This is an optimization exercise on Yosys and OpenROAD, whose aim is small area and a short achievable clock period, not a production implementation. The RTL was checked by simulation tests, not by an equivalence proof against the original design. Power figures rest on the tool's default switching activity, not on a simulated workload.

Setup of run A:
==> flow/design.v (excerpt) <==
module divTop (
    input  logic        clk,
    input  logic        arstN,
    input  logic        inValid,
    input  logic [15:0] dividend,
    input  logic [15:0] divisor,
    output logic        outValid,
    output logic [15:0] quotient,
    output logic [15:0] remainder,
    output logic        err
);
    logic [14:0] am_c, dm_c;
    logic        neg_c, err_c;
    assign am_c  = dividend[15] ? (~dividend[14:0] + 15'd1) : dividend[14:0];
    assign dm_c  = divisor[15] ? (~divisor[14:0] + 15'd1) : divisor[14:0];
    assign neg_c = dividend[15] ^ divisor[15];
    assign err_c = (dividend == 16'h8000) || (divisor[14:0] == 15'd0);
    logic am14_c, dOne_c;
    assign am14_c = dividend[15] ? (~dividend[14] ^ (dividend[13:0] == 14'd0)) : dividend[14];
    assign dOne_c = (divisor == 16'h0001) || (divisor == 16'hffff);
    logic [0:0] qs0, r0;
    assign qs0 = am14_c & dOne_c;
    assign r0  = am14_c & ~dOne_c;
    logic [13:0] ar_1;
    assign ar_1 = am_c[13:0];
    logic v_1;
    always_ff @(posedge clk or negedge arstN)
        if (!arstN) v_1 <= 1'b0;
        else        v_1 <= inValid;
    logic [14:0] d_1;
    logic [13:0] a_1;
    logic [0:0] q_1;
    logic [0:0] r_1;
    logic [0:0] neg_1;
    logic [0:0] err_1;
  ...
clock: 11.0 ns
lec_check: 0
abc_area: 1
cap_margin: 20
core_margin: 2
core_utilization: 40
cts_buf_list: sky130_fd_sc_hd__clkbuf_16
cts_cluster_diameter: 150
cts_cluster_size: 25
slew_margin: 20
standard.sh (not shown) runs the stock make flow with config.mk's settings and CLKGATE_MAP_FILE= SYNTH_SCRIPT=/design/flow/synth_recipe.tcl, a recipe that flattens the netlist after the stock synthesis.
==> flow/flow/run.sh <==
#!/bin/bash
# Standard layout (the standard.sh), with timing repair aiming a few ns below the clock
# period (flow/margin.txt, passed as SETUP_SLACK_MARGIN) and any extra ORFS make variables
# listed one per line in flow/extra.txt. The whole output goes to standard_flow.log here.
set -euo pipefail
cd "$(dirname "$0")/.."
MARGIN=$(cat flow/margin.txt)
ARGS=()
if [[ -f flow/extra.txt ]]; then
  while IFS= read -r line; do
    [[ -n "$line" ]] && ARGS+=("$line")
  done < flow/extra.txt
fi
bash standard.sh "SETUP_SLACK_MARGIN=$MARGIN" "${ARGS[@]}" finish > standard_flow.log 2>&1
==> flow/flow/extra.txt <==
BUFFER_PORTS_ARGS=-buffer_cell sky130_fd_sc_hd__buf_2
==> flow/flow/margin.txt <==
7.8
Run A finished every stage and its layout cleared the timing, design-rule and antenna checks.
Setup changes, run A to run B
==> flow/flow/margin.txt <==
7.5
==> comparison <==
Worst IR drop on VDD: run B vs run A down about 9%. Maximum frequency deteriorates in run B relative to run A. From run A to run B the numbers moved as follows: routed length per placed instance lost 7.5%, number of vias per cell lost 0.13. Of the two values seen for launching element of the worst setup path, d_6[0]$_DFF_P_ was produced by run B and v_8$_DFF_PN0_ by run A.
## Diff of input files: run C against run B
# run B
export LEC_CHECK = 0
export ABC_AREA = 1
export CAP_MARGIN = 20
export CORE_MARGIN = 2
export CORE_UTILIZATION = 40
export CTS_BUF_LIST = sky130_fd_sc_hd__clkbuf_16
export CTS_CLUSTER_DIAMETER = 150
export CTS_CLUSTER_SIZE = 25
export SLEW_MARGIN = 20
create_clock -name core_clock -period 11.0 [get_ports {clk}]
# run C
export LEC_CHECK = 0
export ABC_AREA = 1
export CAP_MARGIN = 20
export CORE_MARGIN = 2
export CORE_UTILIZATION = 50
export CTS_BUF_LIST = sky130_fd_sc_hd__clkbuf_16
export CTS_CLUSTER_DIAMETER = 150
export CTS_CLUSTER_SIZE = 25
export SLEW_MARGIN = 20
create_clock -name core_clock -period 11.0 [get_ports {clk}]
==> results.txt <==
Changes observed in run C relative to run B: area of the die now smaller; final critical path time including I/O delays and setup picked up an extra 0.041 ns. On run C: total routed wirelength is about 3.3% higher than what run B gave. Looking only at first-pass GRT wire length, and setting everything else aside, the lower value of run C and run B goes to run C. Between run B and run C, the flow reports via count of the first global-routing pass decreasing by a few percent. Run C against run B: fraction of the cycle the final worst path needs now sits higher, length of routed wiring on met1 grew by 730 um, routed via count divided by cell count went up 5.1%, final worst setup slack now smaller, critical path depth went up. Net switching share of the total power for run C: 0.39 points up relative to run B.

* * *

== run 1 ==
divTop, a different RTL version from the one above (not shown whole).
Size in the first run: ~320 flip-flops, about 69 I/O pins, about 14000 µm² of cells after synthesis.
clock: 11.0 ns
lec_check: 0
cap_margin: 20
core_margin: 2
core_utilization: 40
slew_margin: 20
==> flow/flow/run.sh <==
#!/bin/bash
# Standard layout, with timing repair aiming MARGIN ns below the clock period.
set -euo pipefail
cd "$(dirname "$0")/.."
MARGIN=$(cat flow/margin.txt)
bash standard.sh SETUP_SLACK_MARGIN=$MARGIN finish > standard_flow.log 2>&1
==> flow/flow/margin.txt <==
7.5
Run 1 went all the way through synthesis, placement and routing and the layout is clean on timing, DRC and antenna.
What run 2 does differently from run 1 at the input level:
# run 1
export LEC_CHECK = 0
export CAP_MARGIN = 20
export CORE_MARGIN = 2
export CORE_UTILIZATION = 40
export SLEW_MARGIN = 20
create_clock -name core_clock -period 11.0 [get_ports {clk}]
# run 2
export LEC_CHECK = 0
export CAP_MARGIN = 20
export CORE_MARGIN = 2
export CORE_UTILIZATION = 65
export SLEW_MARGIN = 20
create_clock -name core_clock -period 11.0 [get_ports {clk}]
==> flow/flow/run.sh <==
#!/bin/bash
# Standard layout (the standard.sh), with timing repair aiming a few ns below the clock
# period (flow/margin.txt, passed as SETUP_SLACK_MARGIN) and any extra ORFS make variables
# listed one per line in flow/extra.txt. The whole output goes to standard_flow.log here.
set -euo pipefail
cd "$(dirname "$0")/.."
MARGIN=$(cat flow/margin.txt)
ARGS=()
if [[ -f flow/extra.txt ]]; then
  while IFS= read -r line; do
    [[ -n "$line" ]] && ARGS+=("$line")
  done < flow/extra.txt
fi
bash standard.sh "SETUP_SLACK_MARGIN=$MARGIN" "${ARGS[@]}" finish > standard_flow.log 2>&1
==> flow/flow/extra.txt (new file) <==
BUFFER_PORTS_ARGS=-buffer_cell sky130_fd_sc_hd__buf_2
==> flow/flow/margin.txt <==
7
Results
- Diff run 1 -> run 2 | die boundary height | decrease of about 20%
- Taking run 1 as the reference, in run 2 fmax lost 2.4%, routed wire length picked up an extra about 5%.
- On run 2: clock-buffer cell count is 8 lower than what run 1 gave.
- Sequential share of layout area in run 2 is 3.3 points higher than in run 1
- q_8[3] as the launch point of the critical path was reported by run 1, and d_5[4] by run 2.
Setup changes, run 2 to run 3
# run 2
export LEC_CHECK = 0
export CAP_MARGIN = 20
export CORE_MARGIN = 2
export CORE_UTILIZATION = 65
export SLEW_MARGIN = 20
create_clock -name core_clock -period 11.0 [get_ports {clk}]
# run 3
export LEC_CHECK = 0
export CAP_MARGIN = 20
export CORE_MARGIN = 2
export CORE_UTILIZATION = 40
export SETUP_SLACK_MARGIN = 5
export SLEW_MARGIN = 20
create_clock -name core_clock -period 11.0 [get_ports {clk}]
==> flow/run.sh (new file) <==
#!/bin/bash
# synth_recipe.tcl (not shown) runs the flow's synth.tcl, then flattens the netlist and writes it again
# the make line also repeats each setting of config.mk as NAME=value (left out here)
make -C /OpenROAD-flow-scripts/flow DESIGN_CONFIG=/design/flow/config.mk WORK_HOME=/design/flow/orfs CLKGATE_MAP_FILE= SYNTH_SCRIPT=/design/flow/synth_recipe.tcl finish
removed: flow/flow/run.sh
removed: flow/flow/extra.txt
removed: flow/flow/margin.txt
removed: flow/standard.sh
==> results.txt <==
The die used by run 3 is larger than the one used by run 2. Run 3 vs. run 2: internal power contribution decreased about 3%; clock period minus final worst setup slack went up.

re-timing with driven ports:
The results above use ideal ports. As a check the final layouts listed here were re-extracted and re-timed, cells and wires unchanged.
Step 1 sets driving cells, clkbuf_16 on the clock port and buf_2 on the other inputs (assumed; they add their load-dependent delay and slew).
Step 2 moves the port delays by t, midway between the first and last clock arrival at a register: inputs arrive t later, outputs are due t later. That takes back most of the time a late clock gives input paths.
a / b / c = ideal ports / drivers / drivers and shift; a / b = the first two.
run	t, ns	slack for setup (ns)	worst setup path at the end
run A	0.562	7.795 / 7.741 / 7.473	input to register
run B	0.544	7.720 / 7.720 / 7.322	input to register
run C	0.548	7.679 / 7.679 / 7.365	input to register
run 1	0.567	6.799 / 6.750 / 6.338	input to register
run 2	0.599	6.696 / 6.696 / 6.347	input to register
run 3	0.554	5.846 / 5.846 / 5.811	input to register
After both steps every run listed still meets setup and hold. The setup slack of run 1, which loses most, moves by -0.049 ns with the drivers and by -0.461 ns with both steps.
